Source: an optimization exercise on an open RTL-to-GDS flow (aim: small area, a short achievable clock period and few clock cycles per item). Production flows keep margins and buffers that such runs may drop.
RTL that was checked went through simulation tests only; none was proved equivalent to the original.
Function not checked in runs 2 to 4: the RTL went through the layout flow alone.

--- flow/config.mk ---
export PLATFORM = sky130hd
export DESIGN_NAME = cos_unit
export DESIGN_NICKNAME = cos_unit
export VERILOG_FILES = /design/flow/design.v
export SDC_FILE = /design/flow/constraint.sdc
export NUM_CORES = 4
export LEC_CHECK = 0
export ABC_AREA = 1
export CAP_MARGIN = 20
export CORE_MARGIN = 2
export CORE_UTILIZATION = 40
export SLEW_MARGIN = 20
--- flow/constraint.sdc ---
create_clock -name core_clock -period 8.0 [get_ports {clock}]
set_input_delay 1.6000 -clock core_clock [delete_from_list [all_inputs] [get_ports {clock}]]
set_output_delay 1.6000 -clock core_clock [all_outputs]
set_load 0.01 [all_outputs]
--- flow/design.v ---
`default_nettype none
package cordic_pkg;
    localparam int word_width = 32;
    localparam int fp_bias = 127;
    localparam int max_iterations = 16;
    localparam logic [word_width-1:0] cordic_gain_init = 32'h4DBA_76D4;
    typedef union packed {
        logic [word_width-1:0] bits;
        struct packed {
            logic        sign;
            logic [7:0]  exponent;
            logic [22:0] mantissa;
        } fields;
    } fp_word_t;
    function automatic logic [word_width-1:0] atan_entry(input logic [3:0] index);
        logic [word_width-1:0] angle;
        case (index)
            4'd0:    angle = 32'h6487_ED51;
            4'd1:    angle = 32'h3B58_CE0A;
            4'd2:    angle = 32'h1F5B_75F9;
            4'd3:    angle = 32'h0FEA_DD4D;
            4'd4:    angle = 32'h07FD_56ED;
            4'd5:    angle = 32'h03FF_AAB7;
            4'd6:    angle = 32'h01FF_F555;
            4'd7:    angle = 32'h00FF_FEAA;
            4'd8:    angle = 32'h007F_FFD5;
            4'd9:    angle = 32'h003F_FFFA;
            4'd10:   angle = 32'h001F_FFFF;
            4'd11:   angle = 32'h000F_FFFF;
            4'd12:   angle = 32'h0007_FFFF;
            4'd13:   angle = 32'h0003_FFFF;
            4'd14:   angle = 32'h0001_FFFF;
            default: angle = 32'h0000_FFFF;
        endcase
        atan_entry = angle;
    endfunction
endpackage
`default_nettype wire
`default_nettype none
module angle_to_fixed (
    input  logic [cordic_pkg::word_width-1:0] angle,
    output logic [cordic_pkg::word_width-1:0] fixed_angle
);
    cordic_pkg::fp_word_t              angle_word;
    logic [cordic_pkg::word_width-1:0] aligned;
    logic [8:0]                        shift_amount;
    assign angle_word = angle;
    assign aligned = {1'b1, angle_word.fields.mantissa, 8'b0};
    assign shift_amount = 9'(cordic_pkg::fp_bias) - {1'b0, angle_word.fields.exponent};
    always_comb begin
        if (angle_word.fields.exponent == 8'd0) begin
            fixed_angle = '0;
        end else if (shift_amount >= 9'd32) begin
            fixed_angle = '0;
        end else begin
            fixed_angle = aligned >> shift_amount[4:0];
        end
    end
endmodule
`default_nettype wire
`default_nettype none
module cordic_rotator #(
    parameter int ITERATIONS = 16
) (
    input  logic                              clock,
    input  logic                              arst_n,
    input  logic                              clk_en,
    input  logic                              start,
    input  logic [cordic_pkg::word_width-1:0] fixed_angle,
    output logic [cordic_pkg::word_width-1:0] cos_fixed,
    output logic                              done
);
    localparam int index_width = $clog2(cordic_pkg::max_iterations + 1);
    localparam logic [index_width-1:0] last_index = index_width'(ITERATIONS);
    logic [index_width-1:0] index;
    logic                   armed;
    logic                   running;
    logic signed [cordic_pkg::word_width-1:0] x;
    logic signed [cordic_pkg::word_width-1:0] y;
    logic signed [cordic_pkg::word_width-1:0] z;
    logic signed [cordic_pkg::word_width-1:0] x_shifted;
    logic signed [cordic_pkg::word_width-1:0] y_shifted;
    logic signed [cordic_pkg::word_width-1:0] rotate_angle;
    logic signed [cordic_pkg::word_width-1:0] x_next;
    logic signed [cordic_pkg::word_width-1:0] y_next;
    logic signed [cordic_pkg::word_width-1:0] z_next;
    assign running = armed && (index != last_index);
    assign rotate_angle = signed'(cordic_pkg::atan_entry(index[3:0]));
    assign x_shifted = x >>> index;
    assign y_shifted = y >>> index;
    always_comb begin
        if (z[cordic_pkg::word_width-1]) begin
            x_next = x + y_shifted;
            y_next = y - x_shifted;
            z_next = z + rotate_angle;
        end else begin
            x_next = x - y_shifted;
            y_next = y + x_shifted;
            z_next = z - rotate_angle;
        end
    end
    always_ff @(posedge clock or negedge arst_n) begin
        if (!arst_n) begin
            index <= '0;
            armed <= 1'b0;
            x     <= signed'(cordic_pkg::cordic_gain_init);
            y     <= '0;
            z     <= '0;
        end else if (clk_en) begin
            if (start) begin
                index <= '0;
                armed <= 1'b1;
                x     <= signed'(cordic_pkg::cordic_gain_init);
                y     <= '0;
                z     <= signed'(fixed_angle);
            end else if (running) begin
                index <= index + 1'b1;
                x     <= x_next;
                y     <= y_next;
                z     <= z_next;
            end
        end
    end
    assign cos_fixed = x;
    assign done = (index == last_index);
endmodule
`default_nettype wire
`default_nettype none
module leading_one_detector (
    input  logic [cordic_pkg::word_width-1:0] value,
    output logic [4:0]                        lead_count,
    output logic                              any_one
);
    localparam int nibbles = cordic_pkg::word_width / 4;
    logic [nibbles-1:0]      nibble_valid;
    logic [nibbles-1:0][1:0] nibble_count;
    logic [2:0]              first_nibble;
    function automatic logic [1:0] nibble_zeros(input logic [3:0] bits);
        logic [1:0] count;
        count[1] = !bits[3] && !bits[2];
        count[0] = (!bits[3] && bits[2]) || (!bits[3] && !bits[1] && bits[0]);
        nibble_zeros = count;
    endfunction
    always_comb begin
        for (int n = 0; n < nibbles; n++) begin
            nibble_valid[n] = |value[cordic_pkg::word_width-1-4*n -: 4];
            nibble_count[n] = nibble_zeros(value[cordic_pkg::word_width-1-4*n -: 4]);
        end
    end
    always_comb begin
        first_nibble = '0;
        for (int n = nibbles - 1; n >= 0; n--) begin
            if (nibble_valid[n]) begin
                first_nibble = 3'(n);
            end
        end
    end
    assign lead_count = {first_nibble, nibble_count[first_nibble]};
    assign any_one    = |nibble_valid;
endmodule
`default_nettype wire
`default_nettype none
module fixed_to_float (
    input  logic [cordic_pkg::word_width-1:0] cos_fixed,
    input  logic [4:0]                        lead_count,
    input  logic                              any_one,
    output logic [cordic_pkg::word_width-1:0] result
);
    cordic_pkg::fp_word_t              float_word;
    logic [cordic_pkg::word_width-1:0] normalized;
    logic [7:0]                        exponent;
    assign normalized = cos_fixed << lead_count;
    assign exponent = 8'(cordic_pkg::fp_bias) - {3'b000, lead_count};
    always_comb begin
        float_word = '0;
        if (any_one) begin
            float_word.fields.sign     = 1'b0;
            float_word.fields.exponent = exponent;
            float_word.fields.mantissa = normalized[30:8];
        end
    end
    assign result = float_word.bits;
endmodule
`default_nettype wire
`default_nettype none
module cos_unit #(
    parameter int ITERATIONS = 16
) (
    input  logic                              clock,
    input  logic                              arst_n,
    input  logic                              clk_en,
    input  logic                              start,
    input  logic [cordic_pkg::word_width-1:0] dataa,
    output logic [cordic_pkg::word_width-1:0] result,
    output logic                              done
);
    logic [cordic_pkg::word_width-1:0] fixed_angle;
    logic [cordic_pkg::word_width-1:0] cos_fixed;
    logic [4:0]                        lead_count;
    logic                              any_one;
    if (ITERATIONS < 1 || ITERATIONS > cordic_pkg::max_iterations) begin : g_bad_iterations
        $error("cos_unit: ITERATIONS must lie in 1..%0d", cordic_pkg::max_iterations);
    end
    angle_to_fixed angle_to_fixed_inst (
        .angle       (dataa),
        .fixed_angle (fixed_angle)
    );
    cordic_rotator #(
        .ITERATIONS (ITERATIONS)
    ) cordic_rotator_inst (
        .clock       (clock),
        .arst_n      (arst_n),
        .clk_en      (clk_en),
        .start       (start),
        .fixed_angle (fixed_angle),
        .cos_fixed   (cos_fixed),
        .done        (done)
    );
    leading_one_detector leading_one_detector_inst (
        .value      (cos_fixed),
        .lead_count (lead_count),
        .any_one    (any_one)
    );
    fixed_to_float fixed_to_float_inst (
        .cos_fixed  (cos_fixed),
        .lead_count (lead_count),
        .any_one    (any_one),
        .result     (result)
    );
endmodule
`default_nettype wire
--- flow/run.sh ---
#!/bin/bash
# synth_recipe.tcl (not shown) runs the flow's synth.tcl, then flattens the netlist and writes it again
# the make line also repeats each setting of config.mk as NAME=value (left out here)
make -C /OpenROAD-flow-scripts/flow DESIGN_CONFIG=/design/flow/config.mk WORK_HOME=/design/flow/orfs CLKGATE_MAP_FILE= SYNTH_SCRIPT=/design/flow/synth_recipe.tcl finish
==> summary.txt, run 1 <==
status finished clean; Syn Inst Count 3166; Hold Vio Cnt, Final 0; fin cells between 3000 and 4000; Post-DRT Antenna Nets 0; drt total wl approximately 66 mm; RePlAce Congestion 0.9414; Post-synth EDFFs 0; H-Tree Depth 3; initial antenna violation count 0; Hold Crit Class flip-flop to flip-flop; vias in the first global route between 15000 and 20000; most common cell type on the critical path nand2_1; reg2reg setup slack 1780 ps; Die Area roughly 46000 um2; Worst Setup End Kind output pin; mux cell area share after synthesis less than 1%; Max transition margin a little over a quarter; critical path startpoint category flip-flop; Worst Hold Path EP cordic_rotator_inst.armed$_DFFE_PN0P_; placement row count between 70 and 80; share of cells above drive strength 1 between 3 and 4%; critical path peak fanout 30; clock buffer depth 2; FFs w/ async S/R, synth between 90% and 100%; Synth Area in Compound Gates 21.09%; Clock Latency Late Sink ~400 ps; Worst Reg-to-Reg Cells 27; CP Cell Sequence nor2_1, nand2_1, nor2_4, inv_2, nor2_4, inv_2, nor2_8, inv_1, nand2_1, nand2_1, nand3_1, nand3_1, nand2_1, nand2_1, nand3_1, nand3_1, clkdlybuf4s50_1; vias around 21000; first-pass GRT wire length approximately 110 mm; Worst-Margin Slew around 1100 ps; fmax roughly 150 MHz; Syn Std Cell Area roughly 18000 um2; Max-Cap Viols 0; Sink Count approximately 100; R2R Path End cordic_rotator_inst.x[31]$_DFFE_PN0P_; worst hold path startpoint cordic_rotator_inst.armed$_DFFE_PN0P_; Ys Warns 4; final core occ between 40% and 50%; Resize count post-CTS 0; Die Ht 215.6 um; GRT Util Overall ~28%; Detailed Route Iter0 Violations approximately 2100; drt wl/cell 17.70 um; CP peak stage delay around 600 ps; leading area contributor after synthesis nand2_1; sequential area share after synthesis between 10% and 20%; worst hold path depth 1; placed insts between 3000 and 4000; Port Buf Inserts 65; Hold Buf Count CTS 0; fin crit period 6478 ps; Post-Synth Simple-Gate Area between 30 and 40%; RSZ-0062 raised after global routing false; final period utilization 80.97%; area growth from synthesis to layout 6.514%; Final HPWL DP just over 50 mm; core area about 44000 um2; nets ~3300; Synth Area in XOR/XNOR around 5.5%; synthesized area per cell approximately 5.7 um2; die width around 220 um; I/O Pins between 60 and 70; pin count of the biggest net entering global routing 81; initial core utilization ~40%; Fin Hold WS 494.2 ps; CTS tree done; Slowest-stage cell, CP nand2_1; diode count 0; worst endpoint data arrival time roughly 4900 ps; Post CTS Setup Buffer Count 0; main area contributors after synthesis nand2_1 21%, dfrtp_1 12%, nand3_1 9.6%, ha_1 7.8%, inv_1 6.4%; share of the synthesized area in the top cell type a little over a fifth; total gr overflow 0; #FFs+latches synth about 100; TritonCTS Buffers 9; DRC violations left 0; first-pass detailed-route iteration total 6; worst r2r src cordic_rotator_inst.index[0]$_DFFE_PN0P_; sum of negative setup slack 0 ps; post-synth cell types ~60; clock root buffer clkbuf_16; final setup fails 0; Max Slew Vio Count 0; Via density ~5.7; Post-Synth Adder-Cell Area 8.163%; most frequent cells after synthesis 1011 x nand2_1, 342 x nand3_1, 304 x inv_1; Critical Path RT roughly 6400 ps; Reg clk slew, reported paths around 90 ps; top-count cell post-synth nand2_1; critical path class flip-flop to output pin; Setup Skew about 18 ps; largest family of logic cells by synthesized area simple AND/OR/NAND/NOR gates; Most used DFF post-synth dfrtp_1
-- layer usage --
metal  part of all wire, %  up-vias  global-route usage [%]
met3                   5.8      102                   3.566
met4                   2.5        0                   6.828
li1                      -    10421                       -
met5                     0        -                       0
met1                    47     9811                   39.61
met2                    44      713                   44.81
-- per-stage QoR --
step | setup slack [ps] | area [um2]
5_1_grt | 1115 | 19070
4_1_cts | 1417 | 19070
3_5_place_dp | 1860 | 18740
2_1_floorplan | 3684 | 17910
6_report | 1522 | 19070
3_3_place_gp | 1897 | 18740
-- worst max path at each step --
stage                                             startpoint                               endpoint  slack, ps  cells past startpoint
global route           cordic_rotator_inst.x[15]$_DFFE_PN0P_                             result[18]       1120                     19
global placement       cordic_rotator_inst.x[31]$_DFFE_PN0P_                              result[0]       1900                     14
detailed placement     cordic_rotator_inst.x[31]$_DFFE_PN0P_                              result[0]       1860                     14
CTS                    cordic_rotator_inst.x[31]$_DFFE_PN0P_                              result[0]       1420                     14
finish                 cordic_rotator_inst.x[31]$_DFFE_PN0P_                             result[18]       1520                     17
floorplan           cordic_rotator_inst.index[0]$_DFFE_PN0P_  cordic_rotator_inst.y[26]$_DFFE_PN0P_       3680                     33
-- cell type report --
class                      count  area (um2)
fill                        4907       25150
clock inverter                 7       103.9
clock buffer                   9       225.2
multi-input combinational   2599       13430
timing repair buffer          83       783.3
tap                          592       740.7
sequential                   102        2581
inverter                     321        1205
-- sequential cells by signal, summed over array words and instances, names as in the netlist --
signal / flops
cordic_rotator_inst.x: 32
cordic_rotator_inst.z: 32
cordic_rotator_inst.y: 32
cordic_rotator_inst.armed: 1
cordic_rotator_inst.index: 5
-- layout by cell type, fill, tap and decap left out, types with 9 or more instances in the layout --
master	count
xnor2_1	29
dfstp_2	18
dfrtp_1	81
clkdlybuf4s50_1	64
inv_2	17
nand4_1	16
nor2_1	232
o22ai_1	35
nor4_1	9
nor3_1	23
ha_1	112
buf_4	19
a21oi_1	180
mux2i_1	13
a31oi_1	34
inv_1	299
o21ai_0	219
nand3_1	342
clkbuf_16	9
nand2_1	1009
or2_2	14
o21a_1	9
xor2_1	84
o211ai_1	44
or2_1	11
o21ai_1	86
-- worst max-delay path: cells and delay by family, from the launching register on --
| family | cells | cell delay (ps) |
|---|---|---|
| and+or+nand+nor | 13 | 2970 |
| DFF | 1 | 570 |
| buffers and inverters | 4 | 920 |
-- logic make-up after synthesis --
logic type / after synthesis
AOI/OAI and AO/OA: 671
xor gates and xnor gates: 113
adders and majority gates: 115
buffers and inverters: 466
DFF: 102
muxes: 13
other: 1
and+or+nand+nor: 1685
Testbench counts, summed over its fixed seeds: cycles 8,704, items 512.
==> run 2, diff against run 1 <==
==> flow/design.v (replaced) <==
`default_nettype none
package cordic_pkg;
    localparam int word_width = 32;
    localparam int fp_bias = 127;
    localparam int max_iterations = 16;
    localparam logic [word_width-1:0] cordic_gain_init = 32'h4DBA_76D4;
    typedef union packed {
        logic [word_width-1:0] bits;
        struct packed {
            logic        sign;
            logic [7:0]  exponent;
            logic [22:0] mantissa;
        } fields;
    } fp_word_t;
    function automatic logic [word_width-1:0] atan_entry(input logic [3:0] index);
        logic [word_width-1:0] angle;
        case (index)
            4'd0:    angle = 32'h6487_ED51;
            4'd1:    angle = 32'h3B58_CE0A;
            4'd2:    angle = 32'h1F5B_75F9;
            4'd3:    angle = 32'h0FEA_DD4D;
            4'd4:    angle = 32'h07FD_56ED;
            4'd5:    angle = 32'h03FF_AAB7;
            4'd6:    angle = 32'h01FF_F555;
            4'd7:    angle = 32'h00FF_FEAA;
            4'd8:    angle = 32'h007F_FFD5;
            4'd9:    angle = 32'h003F_FFFA;
            4'd10:   angle = 32'h001F_FFFF;
            4'd11:   angle = 32'h000F_FFFF;
            4'd12:   angle = 32'h0007_FFFF;
            4'd13:   angle = 32'h0003_FFFF;
            4'd14:   angle = 32'h0001_FFFF;
            default: angle = 32'h0000_FFFF;
        endcase
        atan_entry = angle;
    endfunction
endpackage
`default_nettype wire
`default_nettype none
module angle_to_fixed (
    input  logic [31:0] angle,
    output logic [31:0] fixed_angle
);
    logic [31:0] aligned;
    logic        in_range;
    assign aligned     = {1'b1, angle[22:0], 8'b0};
    assign in_range    = (angle[30:28] == 3'b011);
    assign fixed_angle = in_range ? (aligned >> (~angle[27:23])) : 32'd0;
endmodule
`default_nettype wire
`default_nettype none
module cordic_rotator (
    input  logic        clock,
    input  logic        arst_n,
    input  logic        clk_en,
    input  logic        start,
    input  logic [31:0] fixed_angle,
    output logic [31:0] cos_fixed,
    output logic        done
);
    logic        accept;
    logic        busy;
    logic        valid;
    logic        last;
    logic [3:0]  index;
    logic [31:0] x, y, z;
    logic [31:0] xs, ys, yg, at;
    logic        neg;
    logic [32:0] xsum, ysum, zsum;
    assign accept = start & clk_en;
    assign last   = busy & (index == 4'd15);
    assign neg    = z[31];
    assign at     = cordic_pkg::atan_entry(index);
    assign xs = $signed(x) >>> index;
    assign ys = $signed(y) >>> index;
    assign yg = busy ? ys : 32'd0;
    assign xsum = {x, 1'b1} + {(neg ? yg : ~yg), ~neg};
    assign ysum = {y, 1'b1} + {(neg ? ~xs : xs), neg};
    assign zsum = {z, 1'b1} + {(neg ? at : ~at), ~neg};
    always_ff @(posedge clock) begin
        if (accept) begin
            x     <= cordic_pkg::cordic_gain_init;
            y     <= '0;
            z     <= fixed_angle;
            index <= '0;
        end else begin
            x     <= xsum[32:1];
            y     <= ysum[32:1];
            z     <= zsum[32:1];
            index <= index + 4'd1;
        end
    end
    always_ff @(posedge clock or negedge arst_n) begin
        if (!arst_n) begin
            busy  <= 1'b0;
            valid <= 1'b0;
            done  <= 1'b0;
        end else begin
            if (accept) begin
                busy  <= 1'b1;
                valid <= 1'b0;
            end else if (last) begin
                busy  <= 1'b0;
                valid <= 1'b1;
            end
            if (clk_en) done <= !start && (valid || last);
        end
    end
    assign cos_fixed = x;
endmodule
`default_nettype wire
`default_nettype none
module leading_one_detector;
endmodule
`default_nettype wire
`default_nettype none
module fixed_to_float (
    input  logic [31:0] cos_fixed,
    output logic [31:0] result
);
    assign result = cos_fixed[31] ? {8'h3F, 1'b1, cos_fixed[30:8]}
                                  : {8'h3F, 1'b0, cos_fixed[29:7]};
endmodule
`default_nettype wire
`default_nettype none
module cos_unit (
    input  logic        clock,
    input  logic        arst_n,
    input  logic        clk_en,
    input  logic        start,
    input  logic [31:0] dataa,
    output logic [31:0] result,
    output logic        done
);
    logic [31:0] fixed_angle;
    logic [31:0] cos_fixed;
    angle_to_fixed angle_to_fixed_inst (
        .angle       (dataa),
        .fixed_angle (fixed_angle)
    );
    cordic_rotator cordic_rotator_inst (
        .clock       (clock),
        .arst_n      (arst_n),
        .clk_en      (clk_en),
        .start       (start),
        .fixed_angle (fixed_angle),
        .cos_fixed   (cos_fixed),
        .done        (done)
    );
    fixed_to_float fixed_to_float_inst (
        .cos_fixed (cos_fixed),
        .result    (result)
    );
endmodule
`default_nettype wire
==> summary.txt, run 2 <==
status finished clean; Worst Hold Path EP cordic_rotator_inst.valid$_DFFE_PN0P_; top-count cell post-synth nand2_1; Hold Crit Class flip-flop to flip-flop; area of the multi-input gates 10220 um2 (-24%); Port Buf Inserts 59 (-9.2%); worst endpoint data arrival time 5000 ps (+120 ps); final period utilization 58.17% (-23 points); CTS tree done; Die Area 36840 um2 (-21%); Setup Skew 11.88 ps (-6.160 ps); RSZ-0062 raised after global routing false; drt total wl 44.28 mm (-33%); synthesized area per cell 6.173 um2 (+9.2%); Reg clk slew, reported paths 70 ps (-20 ps); critical path class flip-flop to flip-flop; Post CTS Setup Buffer Count 0 (unchanged); commonest cells after routing, fill and taps aside 575 x nand2_1, 285 x o21ai_0, 193 x inv_1, 186 x a21oi_1, 177 x nor2_1; most frequent cells after synthesis 576 x nand2_1, 285 x o21ai_0, 194 x inv_1; drt wl/cell 16.13 um (-8.9%); Post-DRT Antenna Nets 0 (unchanged); placed insts 2713 (-27%); first-pass GRT wire length 70.97 mm (-32%); placement row count 68 (-12%); clock buffer depth 2 (unchanged); TritonCTS Buffers 17 (+8); H-Tree Depth 4 (+1); share of cells above drive strength 1 4.498% (+0.88 points); clock root buffer clkbuf_16; Critical Path RT 8350 ps (+1950 ps); leading area contributor after synthesis dfxtp_1; Post-synth EDFFs 0 (unchanged); vias in the first global route 14065 (-28%); worst hold path startpoint cordic_rotator_inst.valid$_DFFE_PN0P_; fin cells 2745 (-26%); Final HPWL DP 34.87 mm (-32%); Worst Setup End Kind flip-flop; Sink Count 133 (+30%); DP Area 14900 um2 (-20%); DRC violations left 0 (unchanged); first-pass detailed-route iteration total 6 (unchanged); final setup fails 0 (unchanged); initial antenna violation count 0 (unchanged); critical path startpoint category flip-flop; fin crit period 4653 ps (-1824 ps); GRT Util Overall 24.27% (-3.7 points); commonest non-fill, non-tap cell in the layout nand2_1; Via density 5.479 (-3.3%); Syn Std Cell Area 14130 um2 (-21%); Ys Warns 1 (-3); initial core utilization 40.80% (+0.32 points); RePlAce Congestion 0.9356 (-0.62%); Max Slew Vio Count 0 (unchanged); post-synth cell types 59 (unchanged); Resize count post-CTS 0 (unchanged); Worst Reg-to-Reg Cells 16 (-41%); Regs by FF count cordic_rotator_inst.x x32, cordic_rotator_inst.y x32, cordic_rotator_inst.z x32; #FFs+latches synth 133 (+30%); sum of negative setup slack 0 ps (unchanged); post-route cell area 15490 um2 (-19%); main area contributors after synthesis dfxtp_1 18%, nand2_1 15%, o21ai_0 10%, ha_1 9.3%, a21oi_1 6.6%; FFs w/ async S/R, synth 2.256% (-98 points); core area 34630 um2 (-22%); Hold Vio Cnt, Final 0 (unchanged); pin count of the biggest net entering global routing 64 (-21%); Register Area 2685 um2 (+4.0%); fmax 214.9 MHz (+39%); vias 15040 (-29%); critical path peak fanout 58 (+93%); Detailed Route Iter0 Violations 1192 (-43%); diode count 0 (unchanged); Die Ht 192.0 um (-11%); R2R Path End cordic_rotator_inst.y[28]$_SDFF_PP0_; Max-Cap Viols 0 (unchanged); Max transition margin 31.36% (+5.2 points); Syn Inst Count 2289 (-28%); Hold Buf Count CTS 0 (unchanged); Clock Latency Late Sink 450 ps (+50 ps); die width 192.0 um (-11%); total gr overflow 0 (unchanged); worst r2r src cordic_rotator_inst.index[0]$_SDFF_PP0_; fillcell total 3684 (-25%); nets 2418 (-26%); share of the synthesized area in the top cell type 18.42% (-2.8 points); worst hold path depth 2 (+1); I/O Pins 69 (unchanged); Most used DFF post-synth dfxtp_1; final core occ 44.73% (+1.6 points); Worst-Margin Slew 1028 ps (-78.22 ps); reg2reg setup slack 3350 ps (+1570 ps); sequential area share after synthesis 18.95% (+4.6 points); area growth from synthesis to layout 9.617%
run 2: how the worst max path moves through the flow:
stage / startpoint / end / cells after the start
after CTS: cordic_rotator_inst.index[0]$_SDFF_PP0_ / cordic_rotator_inst.y[22]$_SDFF_PP0_ / 20
after floorplan: cordic_rotator_inst.index[0]$_SDFF_PP0_ / cordic_rotator_inst.x[20]$_SDFF_PP1_ / 22
after detailed placement: clk_en / cordic_rotator_inst.z[1]$_DFF_P_ / 10
final: cordic_rotator_inst.index[0]$_SDFF_PP0_ / cordic_rotator_inst.y[28]$_SDFF_PP0_ / 16
after global placement: clk_en / cordic_rotator_inst.z[3]$_DFF_P_ / 10
after global routing: cordic_rotator_inst.index[0]$_SDFF_PP0_ / cordic_rotator_inst.y[28]$_SDFF_PP0_ / 16
run 2: worst max-delay path, stage by stage (launching register included):
cell and delay [ps]:
dfxtp_2 740, buf_4 590, nand2_1 90, o21ai_0 160, mux2i_1 170, o21ai_0 570, mux2i_1 260, xor2_1 200
ha_1 360, a21oi_1 200, o21ai_0 130, inv_1 100, o21ai_0 120, a2111oi_0 590, nand3_1 140, nand2_1 80
nor2_1 40
run 2: through the flow:
stage	setup WS (ps)	hold slack [ps]
final	3347	502.4
after global routing	2948	531.2
after CTS	3431	514.5
after detailed placement	3076	498.4
after global placement	3092	481.7
after floorplan	4597	452.5
run 2: layout make-up:
type / instances / share of cell area (%)
multi-input combinational: 1856 / 66.00
clock inverter: 15 / 1.066
tap: 455 / 3.676
inverter: 200 / 4.879
timing repair buffer: 69 / 4.298
clock buffer: 17 / 2.747
sequential: 133 / 17.34
run 2: routing by layer:
layer	GRT usage [%]	vias up	wire length (um)
li1	-	7712	-
met3	2.759	88	1733
met4	11.63	0	1925
met2	41.75	407	21080
met1	30.10	6833	19550
met5	0	-	0
run 2: logic make-up after synthesis:
kind of cell | share of synthesized area (%)
simple gates | 29.18
compound gates | 24.10
buf+inv | 8.882
flops | 18.95
xor+xnor | 6.632
fa+ha+maj | 9.298
mux | 2.904
other cells | 0.05315
==> run 3, diff against run 2 <==
--- a/flow/config.mk
+++ b/flow/config.mk
@@ -10,3 +10,5 @@
 export CORE_MARGIN = 2
-export CORE_UTILIZATION = 40
+export CORE_UTILIZATION = 60
+export SETUP_SLACK_MARGIN = 4.5
 export SLEW_MARGIN = 20
+export TNS_END_PERCENT = 100
==> summary.txt, run 3 <==
status finished clean; nets 2503 (+3.5%); diode count 0 (unchanged); Post-DRT Antenna Nets 0 (unchanged); drt total wl 50.19 mm (+13%); fillcell total 1926 (-48%); fin crit period 3688 ps (-965.3 ps); main area contributors after synthesis dfxtp_1 18%, nand2_1 15%, o21ai_0 10%, ha_1 9.3%, a21oi_1 6.6%; first-pass detailed-route iteration total 8 (+2); initial core utilization 60.74% (+20 points); area growth from synthesis to layout 21.11%; Regs by FF count cordic_rotator_inst.x x32, cordic_rotator_inst.y x32, cordic_rotator_inst.z x32; Ys Warns 1 (unchanged); I/O Pins 69 (unchanged); final setup fails 0 (unchanged); placement row count 56 (-18%); Critical Path End cordic_rotator_inst.y[25]$_SDFF_PP0_; Setup Skew 13.29 ps (+1.413 ps); clock buffer depth 2 (unchanged); synthesized area per cell 6.173 um2 (unchanged); critical path class flip-flop to flip-flop; Hold Vio Cnt, Final 0 (unchanged); Port Buf Inserts 59 (unchanged); most frequent cells after synthesis 576 x nand2_1, 285 x o21ai_0, 194 x inv_1; initial antenna violation count 0 (unchanged); Worst-Margin Slew 763.6 ps (-264.6 ps); Reg clk slew, reported paths 70 ps (about the same); Register Area 2693 um2 (+0.28%); final period utilization 46.10% (-12 points); Via density 6.153 (+12%); Die Ht 157.5 um (-18%); Worst Setup End Kind flip-flop; Sink Count 133 (unchanged); commonest non-fill, non-tap cell in the layout nand2_1; share of cells above drive strength 1 14.53% (+10 points); Critical Path RT 8330 ps (-20 ps); met2 wire len 23.37 mm (+11%); vias 16575 (+10%); RSZ-0062 raised after global routing true; critical path startpoint category flip-flop; Clock Latency Late Sink 440 ps (about the same); DP Area 14720 um2 (-1.2%); post-synth cell types 59 (unchanged); Die Area 24790 um2 (-33%); Hold Crit Class flip-flop to flip-flop; Max-Cap Viols 0 (unchanged); wl on met1 19.04 mm (-2.6%); R2R Path End cordic_rotator_inst.y[25]$_SDFF_PP0_; reg2reg setup slack 4310 ps (+970 ps); H-Tree Depth 4 (unchanged); Detailed Route Iter0 Violations 1806 (+52%); #FFs+latches synth 133 (unchanged); Max Slew Vio Count 0 (unchanged); core area 23260 um2 (-33%); worst endpoint data arrival time 4020 ps (-980 ps); Post-synth EDFFs 0 (unchanged); fmax 271.1 MHz (+26%); Max transition margin 48.90% (+18 points); RePlAce Congestion 0.9838 (+5.2%); pin count of the biggest net entering global routing 64 (unchanged); vias in the first global route 14240 (+1.2%); area of the multi-input gates 10950 um2 (+7.1%); CTS tree done; die width 157.5 um (-18%); critical path peak fanout 6 (-90%); Final HPWL DP 33.13 mm (-5.0%); DRC violations left 0 (unchanged); Worst Reg-to-Reg Cells 16 (unchanged); commonest cells after routing, fill and taps aside 552 x nand2_1, 190 x o21ai_0, 186 x inv_1, 170 x nor2_1, 159 x a21oi_1; sequential area share after synthesis 18.95% (unchanged); sum of negative setup slack 0 ps (unchanged); Syn Inst Count 2289 (unchanged); FFs w/ async S/R, synth 2.256% (unchanged); Worst Setup SP cordic_rotator_inst.index[0]$_SDFF_PP0_; worst r2r src cordic_rotator_inst.index[0]$_SDFF_PP0_; total gr overflow 0 (unchanged); GRT Util Overall 36.10% (+12 points); met3 WL post-DR 4.367 mm (+150%); TritonCTS Buffers 17 (unchanged); drt wl/cell 18.63 um (+15%); Most used DFF post-synth dfxtp_1; first-pass GRT wire length 70.88 mm (-0.13%); Syn Std Cell Area 14130 um2 (unchanged); share of the synthesized area in the top cell type 18.42% (unchanged); clock root buffer clkbuf_16; uppermost layer routed met4; top-count cell post-synth nand2_1; leading area contributor after synthesis dfxtp_1; post-route cell area 17110 um2 (+10%)
==> run 3: cell counts after synthesis <==
No cell type changed its count.
==> run 3: timing repair <==
item,CTS,global route
buffers inserted,13,56
hold buffers,0,0
pin swaps,8,65
gates cloned,5,11
endpoints found under the setup margin,124,81
gates resized for setup,88,241
==> run 3: per-stage QoR <==
step	cells	hold WS (ps)	setup WS (ps)	util [%]
floorplan	2295	452.5	4597	-
global placement	2576	511.2	3453	63.28
detailed placement	2576	514.7	3398	63.28
CTS	2626	531.3	4411	67.65
global route	2694	604.8	4108	73.56
finish	2694	547.5	4312	73.56
==> run 3: cells by family after synthesis <==
kind of cell	Yosys count	share of synthesized area (%)
simple gates	985	29.18
compound gates	610	24.10
buf+inv	306	8.882
flops	133	18.95
xor+xnor	107	6.632
fa+ha+maj	105	9.298
mux	41	2.904
other cells	2	0.05315
==> run 3: how the worst min path moves through the flow <==
stage / start / end / slack, ps / cells after the start
floorplan: cordic_rotator_inst.valid$_DFFE_PN0P_ / cordic_rotator_inst.valid$_DFFE_PN0P_ / 450 / 2
global placement: cordic_rotator_inst.valid$_DFFE_PN0P_ / cordic_rotator_inst.valid$_DFFE_PN0P_ / 510 / 2
detailed placement: cordic_rotator_inst.valid$_DFFE_PN0P_ / cordic_rotator_inst.valid$_DFFE_PN0P_ / 510 / 2
CTS: cordic_rotator_inst.valid$_DFFE_PN0P_ / cordic_rotator_inst.valid$_DFFE_PN0P_ / 530 / 2
global route: cordic_rotator_inst.valid$_DFFE_PN0P_ / cordic_rotator_inst.valid$_DFFE_PN0P_ / 600 / 2
finish: cordic_rotator_inst.valid$_DFFE_PN0P_ / cordic_rotator_inst.valid$_DFFE_PN0P_ / 550 / 2
==> run 3: cell type report <==
type	count	area share, %
clock inverters	15	0.7970
multi-input cells	1856	64.01
repair buffers	148	9.520
flip-flops and latches	133	15.73
clock buffers	17	2.486
repair inverters	6	0.3144
well taps	319	2.332
inverters	200	4.811
==> run 3: layer usage <==
layer	vias to the layer above	global-route usage, %
met2	903	61.74
met4	0	19.39
met5	-	0
li1	7897	-
met1	7532	43.77
met3	243	5.066
==> run 3: worst max-delay path: stages (launching register included) <==
cell and delay (ps):
dfxtp_4 460, clkbuf_16 210, buf_4 120, o21ai_1 100
mux2i_1 200, mux2i_1 150, buf_4 160, mux2i_1 480
xor2_1 150, ha_1 400, nand2_1 110, o21ai_0 390
a21oi_1 190, nor2_1 170, a211oi_2 70, a21oi_1 160
nor2_1 60
==> run 4, diff against run 3 <==
--- a/flow/design.v
+++ b/flow/design.v
@@ -51,3 +51,5 @@
 `default_nettype none
-module cordic_rotator (
+module cordic_rotator #(
+    parameter int K = 2
+) (
     input  logic        clock,
@@ -60,21 +62,37 @@
 );
-    logic        accept;
-    logic        busy;
-    logic        valid;
-    logic        last;
-    logic [3:0]  index;
+    localparam int STEPS = 16 / K;
+    localparam int IW    = (STEPS > 1) ? $clog2(STEPS) : 1;
+    logic          accept;
+    logic          busy;
+    logic          valid;
+    logic          last;
+    logic [IW-1:0] index;
     logic [31:0] x, y, z;
-    logic [31:0] xs, ys, yg, at;
-    logic        neg;
-    logic [32:0] xsum, ysum, zsum;
+    logic [31:0] xv [K+1];
+    logic [31:0] yv [K+1];
+    logic [31:0] zv [K+1];
     assign accept = start & clk_en;
-    assign last   = busy & (index == 4'd15);
-    assign neg    = z[31];
-    assign at     = cordic_pkg::atan_entry(index);
-    assign xs = $signed(x) >>> index;
-    assign ys = $signed(y) >>> index;
-    assign yg = busy ? ys : 32'd0;
-    assign xsum = {x, 1'b1} + {(neg ? yg : ~yg), ~neg};
-    assign ysum = {y, 1'b1} + {(neg ? ~xs : xs), neg};
-    assign zsum = {z, 1'b1} + {(neg ? at : ~at), ~neg};
+    assign last   = busy & (index == IW'(STEPS - 1));
+    always_comb begin
+        logic        neg;
+        logic [31:0] xs, ys, at;
+        logic [32:0] xsum, ysum, zsum;
+        logic [4:0]  sh;
+        xv[0] = x;
+        yv[0] = y;
+        zv[0] = z;
+        for (int s = 0; s < K; s++) begin
+            sh   = 5'(K) * 5'(index) + 5'(s);
+            neg  = zv[s][31];
+            xs   = $signed($signed(xv[s]) >>> s) >>> (5'(K) * 5'(index));
+            ys   = $signed($signed(yv[s]) >>> s) >>> (5'(K) * 5'(index));
+            at   = cordic_pkg::atan_entry(sh[3:0]);
+            xsum = {xv[s], 1'b1} + {(neg ? ys : ~ys), ~neg};
+            ysum = {yv[s], 1'b1} + {(neg ? ~xs : xs), neg};
+            zsum = {zv[s], 1'b1} + {(neg ? at : ~at), ~neg};
+            xv[s+1] = xsum[32:1];
+            yv[s+1] = ysum[32:1];
+            zv[s+1] = zsum[32:1];
+        end
+    end
     always_ff @(posedge clock) begin
@@ -86,6 +104,6 @@
         end else begin
-            x     <= xsum[32:1];
-            y     <= ysum[32:1];
-            z     <= zsum[32:1];
-            index <= index + 4'd1;
+            if (busy) x <= xv[K];
+            y     <= yv[K];
+            z     <= zv[K];
+            index <= index + 1'b1;
         end
@@ -140,3 +158,3 @@
     );
-    cordic_rotator cordic_rotator_inst (
+    cordic_rotator #(.K(2)) cordic_rotator_inst (
         .clock       (clock),
--- a/flow/config.mk
+++ b/flow/config.mk
@@ -10,5 +10,3 @@
 export CORE_MARGIN = 2
-export CORE_UTILIZATION = 60
-export SETUP_SLACK_MARGIN = 4.5
+export CORE_UTILIZATION = 40
 export SLEW_MARGIN = 20
-export TNS_END_PERCENT = 100
==> summary.txt, run 4 <==
status finished clean; Hold Vio Cnt, Final 0 (unchanged); Ys Warns 4 (+3); fmax 137.1 MHz (-49%); leading area contributor after synthesis nand2_1; Worst-Margin Slew 868.4 ps (+104.8 ps); commonest cells after routing, fill and taps aside 993 x nand2_1, 368 x inv_1, 343 x o21ai_0, 310 x a21oi_1, 238 x nor2_1; final setup fails 0 (unchanged); FFs w/ async S/R, synth 2.459% (+0.20 points); fin crit period 7293 ps (+3605 ps); wl on met1 32.67 mm (+72%); share of cells above drive strength 1 4.382% (-10 points); sequential area share after synthesis 11.70% (-7.2 points); fin cells 4240 (+57%); drt wl/cell 18.07 um (-3.0%); DRC violations left 0 (unchanged); synthesized area per cell 5.866 um2 (-5.0%); Clock Latency Late Sink 510 ps (+70 ps); Port Buf Inserts 59 (unchanged); worst r2r src cordic_rotator_inst.index[1]$_SDFF_PP0_; first-pass detailed-route iteration total 6 (-2); critical path class flip-flop to flip-flop; die width 233.1 um (+48%); setup slack after placement 817.1 ps (-2580 ps); setup ws final 707.2 ps (-3605 ps); Syn Std Cell Area 21000 um2 (+49%); total gr overflow 0 (unchanged); worst endpoint data arrival time 7690 ps (+3670 ps); Final HPWL DP 62.83 mm (+90%); I/O Pins 69 (unchanged); CTS tree done; Critical Path End cordic_rotator_inst.x[29]$_SDFFE_PP0P_; main area contributors after synthesis nand2_1 18%, ha_1 13%, dfxtp_1 11%, o21ai_0 8.2%, a21oi_1 7.4%; Max transition margin 42.11% (-6.8 points); reg2reg setup slack 710 ps (-3600 ps); sum of negative setup slack 0 ps (unchanged); placement row count 83 (+48%); RePlAce Congestion 0.9684 (-1.6%); nets 3793 (+52%); Fin Hold WS 520.1 ps (-27.36 ps); Resize count post-CTS 0 (-100%); diode count 0 (unchanged); Worst Setup End Kind flip-flop; Detailed Route Iter0 Violations 2119 (+17%); uppermost layer routed met4; worst hold path depth 2 (unchanged); most frequent cells after synthesis 994 x nand2_1, 370 x inv_1, 343 x o21ai_0; Syn Inst Count 3580 (+56%); Die Area 54350 um2 (+120%); #FFs+latches synth 122 (-8.3%); Max Slew Vio Count 0 (unchanged); share of the synthesized area in the top cell type 17.77% (-0.65 points); Hold Crit Class flip-flop to flip-flop; first-pass GRT wire length 119.6 mm (+69%); RSZ-0062 raised after global routing false; Critical Path RT 8390 ps (+60 ps); final core occ 44.10% (-29 points); Hold Buf Count CTS 0 (unchanged); met3 WL post-DR 3.871 mm (-11%); Worst Setup SP cordic_rotator_inst.index[1]$_SDFF_PP0_; vias 22961 (+39%); Post-synth EDFFs 0 (unchanged); Max-Cap Viols 0 (unchanged); critical path peak fanout 47 (+41); drt total wl 76.63 mm (+53%); critical path startpoint category flip-flop; Sink Count 122 (-8.3%); post-synth cell types 64 (+8.5%); most common cell type on the critical path nand2_1; pin count of the biggest net entering global routing 68 (+6.3%); Die Ht 233.1 um (+48%); placed insts 4207 (+63%); Slowest-stage cell, CP dfxtp_4; top-count cell post-synth nand2_1; GRT Util Overall 28.52% (-7.6 points); initial antenna violation count 0 (unchanged); met2 wire len 36.44 mm (+56%); vias in the first global route 21581 (+52%); Via density 5.415 (-12%); Most used DFF post-synth dfxtp_1; R2R Path End cordic_rotator_inst.x[29]$_SDFFE_PP0P_; clock root buffer clkbuf_16; initial core utilization 40.69% (-20 points); Reg clk slew, reported paths 60 ps (about the same); core area 51610 um2 (+120%); worst hold path startpoint cordic_rotator_inst.valid$_DFFE_PN0P_; Post-DRT Antenna Nets 0 (unchanged); commonest non-fill, non-tap cell in the layout nand2_1; CP peak stage delay 680 ps (+200 ps); clock buffer depth 2 (unchanged); Setup Skew 18.79 ps (+5.496 ps); Worst Reg-to-Reg Cells 34 (+18); final period utilization 91.16% (+45 points); area growth from synthesis to layout 8.382%; TritonCTS Buffers 17 (unchanged); H-Tree Depth 4 (unchanged)
==> run 4: cell count changes after synthesis, sizes merged, moves of 25 or more <==
| cell | change |
|---|---|
| nand3 | +87 |
| nor2 | +64 |
| a21oi | +125 |
| o21ai | +82 |
| clkbuf | +37 |
| inv | +184 |
| ha | +105 |
| a31oi | +25 |
| xor2 | +95 |
| nand2 | +425 |
==> run 4: cell type report <==
class	count	area, um2
Fill cell	5760	28850
Multi-Input combinational cell	2936	16500
Sequential cell	122	2472
Inverter	386	1454
Tap cell	680	850.8
Timing Repair Buffer	84	840.8
Clock buffer	21	450.4
Clock inverter	11	195.2
==> run 4: worst min-delay path by stage <==
stage / to / slack, ps
after CTS: cordic_rotator_inst.done$_DFFE_PN0P_ / 520
after floorplan: cordic_rotator_inst.done$_DFFE_PN0P_ / 480
after global routing: cordic_rotator_inst.done$_DFFE_PN0P_ / 550
after global placement: cordic_rotator_inst.done$_DFFE_PN0P_ / 500
after detailed placement: cordic_rotator_inst.done$_DFFE_PN0P_ / 500
final: cordic_rotator_inst.done$_DFFE_PN0P_ / 520
==> run 4: cell families after synthesis <==
family                   after synthesis  share of synthesized area [%]
other                                  2                        0.03576
adder cells (fa/ha/maj)              210                          12.51
AND/OR/NAND/NOR                     1577                          31.08
multiplexers                          23                          1.096
buffers and inverters                528                          9.860
XOR/XNOR                             225                          9.616
AO/OA/AOI/OAI                        893                          24.10
flip-flops                           122                          11.70
==> run 4: worst max-delay path: cells and delay by family, from the launching register on <==
kind | cells | cell delay (ps)
XOR/XNOR | 2 | 590
buffers and inverters | 4 | 530
adder cells (fa/ha/maj) | 2 | 740
flip-flops | 1 | 680
AND/OR/NAND/NOR | 14 | 1610
multiplexers | 1 | 210
AO/OA/AOI/OAI | 11 | 2780
==> run 4: per-layer routing <==
layer	vias up	track usage, %
li1	11853	-
met1	10303	34.68
met2	669	49.22
met3	136	4.114
met4	0	13.54
met5	-	0
==> run 4: repair_timing <==
item	CTS	global route
setup buffers	0	1
setup endpoints to repair	0	2
hold endpoints to repair	0	0
==> run 4: through the flow <==
stage | cell area (um2)
floorplan | 21020
global placement | 22100
detailed placement | 22100
CTS | 22740
global route | 22760
finish | 22760

==> port drivers added, routing unchanged <==
Ports are ideal in the flow. The routed layouts listed here were re-timed in OpenROAD. Step 1: set_driving_cell puts a clkbuf_16 on clock and a buf_2 on each other input, an assumption about the parent block. Step 2 moves the port delays by t, midway between the first and last clock arrival at a register: inputs arrive t later, outputs are due t later. That takes back most of the time a late clock gives input paths. a / b / c = ideal ports / drivers / drivers and shift; a / b = the first two.
run | shift t [ns] | setup WS [ns] | hold WS [ns] | worst data-port slew with drivers (ns) | pins driven straight from the clock port
run 1 | 0.447 | 1.522 / 1.469 / 1.780 | 0.494 / 0.494 / 0.494 | 0.06 | 1
run 2 | 0.493 | 3.347 / 3.347 / 3.051 | 0.502 / 0.502 / 0.502 | 0.04 | 1
run 3 | 0.487 | 4.312 / 4.312 / 4.118 | 0.547 / 0.547 / 0.547 | 0.03 | 1
run 4 | 0.559 | 0.707 / 0.707 / 0.707 | 0.520 / 0.520 / 0.520 | 0.03 | 1
After both steps setup and hold are still met in every run listed. The setup slack of run 2, which loses most, moves by 0.000 ns with the drivers and by -0.296 ns with both steps.
